From an optimization exercise on the open Yosys and OpenROAD flow, aimed at small area and a short achievable clock period; shortcuts taken in it are not production practice.
At most, simulation tests tie the RTL to the original design; equivalence was not proved.
No activity file was given, so power comes from the tool's default toggle rates.

==> flow/design.v <==
module data_mem_responder #(
  parameter int DEPTH       = 64,
  parameter int WAIT_CYCLES = 2
) (
  input  logic        CLK,
  input  logic        Reset,
  input  logic        req,
  input  logic        we,
  input  logic [31:0] addr,
  input  logic [31:0] wdata,
  input  logic [3:0]  be,
  output logic [31:0] rdata,
  output logic        ack,
  output logic        err,
  output logic        busy
);
  localparam int AW = $clog2(DEPTH);
  localparam int NG = DEPTH / 4;
  localparam int GW = AW - 2;
  logic          r_busy, r_ack, r_err;
  logic          r_st1, r_ld1, r_p2, r_ld2;
  logic          r_pa, r_pb;
  logic [1:0]    r_rot, r_pos;
  logic [GW-1:0] r_grp;
  logic [3:0]    r_be;
  logic [31:0]   r_data;
  logic [31:0]   r_rdata;
  logic          w_acc, w_legal, w_wr, w_cap;
  logic [1:0]    w_pos_in;
  logic [1:0]    r_sel [NG];
  assign w_acc   = req && !r_busy;
  assign w_legal = (addr[1:0] == 2'b00) && (addr[31:AW+2] == '0);
  assign rdata = r_rdata;
  assign ack   = r_ack;
  assign err   = r_err;
  assign busy  = r_busy;
  assign w_pos_in = addr[3:2] + r_rot + 2'd1;
  assign w_wr  = (r_pa || r_pb) && (r_pos == 2'd3);
  assign w_cap = !r_busy && !(r_pb && !w_wr);
  always_ff @(posedge CLK or posedge Reset)
    if (Reset) begin
      r_busy <= 1'b0;
      r_ack  <= 1'b0;
      r_err  <= 1'b0;
      r_st1  <= 1'b0;
      r_ld1  <= 1'b0;
      r_p2   <= 1'b0;
      r_ld2  <= 1'b0;
      r_pa   <= 1'b0;
    end else begin
      r_busy <= w_acc || r_st1 || r_ld1 || r_p2;
      r_ack  <= (w_acc && !w_legal) || r_p2;
      r_err  <= w_acc && !w_legal;
      r_st1  <= w_acc && w_legal && we;
      r_ld1  <= w_acc && w_legal && !we;
      r_p2   <= r_st1 || r_ld1;
      r_ld2  <= r_ld1;
      r_pa   <= (w_acc && w_legal && we) || (r_pa && r_st1 && !w_wr);
    end
  always_ff @(posedge CLK)
    r_pb <= (r_pa && !r_st1 && !w_wr) || (r_pb && !w_wr);
  always_ff @(posedge CLK)
    r_rot <= r_rot + 2'd1;
  always_ff @(posedge CLK)
    if (w_cap) begin
      r_grp   <= addr[AW+1:4];
      r_pos   <= w_pos_in;
      r_be    <= be;
    end else begin
      r_pos   <= r_pos + 2'd1;
    end
  logic [31:0] q [NG][4];
  logic [NG-1:0] w_gsel;
  for (genvar g = 0; g < NG; g++) begin : g_grp
    assign w_gsel[g] = (r_grp == GW'(g));
    always_ff @(posedge CLK) begin
      q[g][1] <= q[g][0];
      q[g][2] <= q[g][1];
      q[g][3] <= q[g][2];
    end
    for (genvar b = 0; b < 4; b++) begin : g_byte
      always_ff @(posedge CLK)
        q[g][0][8*b +: 8] <= (w_wr && w_gsel[g] && r_be[b]) ? r_data[8*b +: 8] : q[g][3][8*b +: 8];
    end
    for (genvar h = 0; h < 2; h++) begin : g_rsel
      always_ff @(posedge CLK)
        r_sel[g][h] <= (!r_busy && addr[AW+1:4] == GW'(g) && w_pos_in == 2'(2*h)) ||
                       (r_ld1 && w_gsel[g] && r_pos + 2'd1 == 2'(2*h));
    end
  end
  logic [31:0] w_m;
  always_comb begin
    w_m = '0;
    for (int g = 0; g < NG; g++) begin
      w_m = w_m | (q[g][0] & {32{r_sel[g][0]}});
      w_m = w_m | (q[g][2] & {32{r_sel[g][1]}});
    end
  end
  always_ff @(posedge CLK)
    if (w_cap)      r_data <= wdata;
    else if (r_ld1) r_data <= w_m;
  always_ff @(posedge CLK or posedge Reset)
    if (Reset) r_rdata <= '0;
    else       r_rdata <= r_ld2 ? (r_data | w_m) : '0;
endmodule
clock: 4.6 ns
lec_check: 0
cap_margin: 20
core_margin: 2
core_utilization: 60
setup_slack_margin: 2.6
slew_margin: 20
standard.sh (not shown) runs the stock make flow with config.mk's settings and CLKGATE_MAP_FILE= SYNTH_SCRIPT=/design/flow/synth_recipe.tcl, a recipe that flattens the netlist after the stock synthesis.
==> flow/flow/run.sh <==
#!/bin/bash
# Layout flow: the standard ORFS flow (standard.sh), with two changes:
#  * port buffers are plain buffers (buf_2) instead of the delay cell buffer_ports picks;
#  * CTS clusters up to 25 sinks within 80 um per leaf buffer and adds no dummy load
#    cells to balance leaf nets.
# ORFS writes each step's full log under orfs/logs/; make's own output goes to standard.log.
set -euo pipefail
export BUFFER_PORTS_ARGS="-buffer_cell sky130_fd_sc_hd__buf_2"
export CTS_ARGS="-sink_clustering_enable -repair_clock_nets -dont_use_dummy_load -sink_clustering_size 25 -sink_clustering_max_diameter 80"
bash standard.sh > standard.log 2>&1
==> next run, changes <==
--- a/flow/design.v
+++ b/flow/design.v
@@ -24,20 +24,25 @@
   logic [GW-1:0] r_grp;
   logic [3:0]    r_be;
   logic [31:0]   r_data;
   logic [31:0]   r_rdata;
   logic          w_acc, w_legal, w_wr, w_cap;
+  logic          w_pa_n, w_pb_n;
+  logic [1:0]    w_pos_n;
+  logic [GW-1:0] w_grp_n;
+  logic          r_wr;
+  logic [NG-1:0] r_wg;
   logic [1:0]    w_pos_in;
   logic [1:0]    r_sel [NG];
   assign w_acc   = req && !r_busy;
   assign w_legal = (addr[1:0] == 2'b00) && (addr[31:AW+2] == '0);
   assign rdata = r_rdata;
   assign ack   = r_ack;
   assign err   = r_err;
   assign busy  = r_busy;
   assign w_pos_in = addr[3:2] + r_rot + 2'd1;
-  assign w_wr  = (r_pa || r_pb) && (r_pos == 2'd3);
+  assign w_wr  = r_wr;
   assign w_cap = !r_busy && !(r_pb && !w_wr);
   always_ff @(posedge CLK or posedge Reset)
     if (Reset) begin
       r_busy <= 1'b0;
       r_ack  <= 1'b0;
@@ -53,14 +58,23 @@
       r_err  <= w_acc && !w_legal;
       r_st1  <= w_acc && w_legal && we;
       r_ld1  <= w_acc && w_legal && !we;
       r_p2   <= r_st1 || r_ld1;
       r_ld2  <= r_ld1;
-      r_pa   <= (w_acc && w_legal && we) || (r_pa && r_st1 && !w_wr);
+      r_pa   <= w_pa_n;
     end
+  assign w_pa_n  = !Reset && ((w_acc && w_legal && we) || (r_pa && r_st1 && !w_wr));
+  assign w_pb_n  = (r_pa && !r_st1 && !w_wr) || (r_pb && !w_wr);
+  assign w_pos_n = w_cap ? w_pos_in : r_pos + 2'd1;
+  assign w_grp_n = w_cap ? addr[AW+1:4] : r_grp;
   always_ff @(posedge CLK)
-    r_pb <= (r_pa && !r_st1 && !w_wr) || (r_pb && !w_wr);
+    r_pb <= w_pb_n;
+  always_ff @(posedge CLK) begin
+    r_wr <= (w_pa_n || w_pb_n) && (w_pos_n == 2'd3);
+    for (int g = 0; g < NG; g++)
+      r_wg[g] <= (w_pa_n || w_pb_n) && (w_pos_n == 2'd3) && (w_grp_n == GW'(g));
+  end
   always_ff @(posedge CLK)
     r_rot <= r_rot + 2'd1;
   always_ff @(posedge CLK)
     if (w_cap) begin
       r_grp   <= addr[AW+1:4];
@@ -78,11 +92,11 @@
       q[g][2] <= q[g][1];
       q[g][3] <= q[g][2];
     end
     for (genvar b = 0; b < 4; b++) begin : g_byte
       always_ff @(posedge CLK)
-        q[g][0][8*b +: 8] <= (w_wr && w_gsel[g] && r_be[b]) ? r_data[8*b +: 8] : q[g][3][8*b +: 8];
+        q[g][0][8*b +: 8] <= (r_wg[g] && r_be[b]) ? r_data[8*b +: 8] : q[g][3][8*b +: 8];
     end
     for (genvar h = 0; h < 2; h++) begin : g_rsel
       always_ff @(posedge CLK)
         r_sel[g][h] <= (!r_busy && addr[AW+1:4] == GW'(g) && w_pos_in == 2'(2*h)) ||
                        (r_ld1 && w_gsel[g] && r_pos + 2'd1 == 2'(2*h));
Effect:
- The changed run completed with no timing, DRC or antenna violations
- sequential share of layout area increases by 3.0 points
- combinational power increases to 3.7 times its value
- cell area decreases by 3.5%
- area after synthesis decreases by 1.7%
- non-clock buffer count decreases by 49
- routed wire length increases by 11%
No functional check of the RTL was part of the first run of this note.

separate check: timing with driven ports:
The results above use ideal ports. As a check the final layouts listed here were re-extracted and re-timed, cells and wires unchanged.
Step 1, drivers: a clkbuf_16 drives CLK and a buf_2 each remaining input, both assumed.
Step 2 also shifts input and output timing later by t, the mid clock arrival at the registers, as if the neighbouring blocks saw the same clock.
Three values: no drivers, after step 1, after step 2; two values: the first two.
run | shift t [ns] | setup WS [ns] | clock arrival spread, ns
the first run | 0.769 | 2.320 / 2.243 / 2.195 | 0.036 / 0.036
the second run | 0.762 | 2.373 / 2.299 / 2.039 | 0.040 / 0.040
After both steps setup and hold are still met in every run listed. For the second run, which loses most, drivers alone change the setup slack by -0.074 ns; drivers and shift together by -0.334 ns.
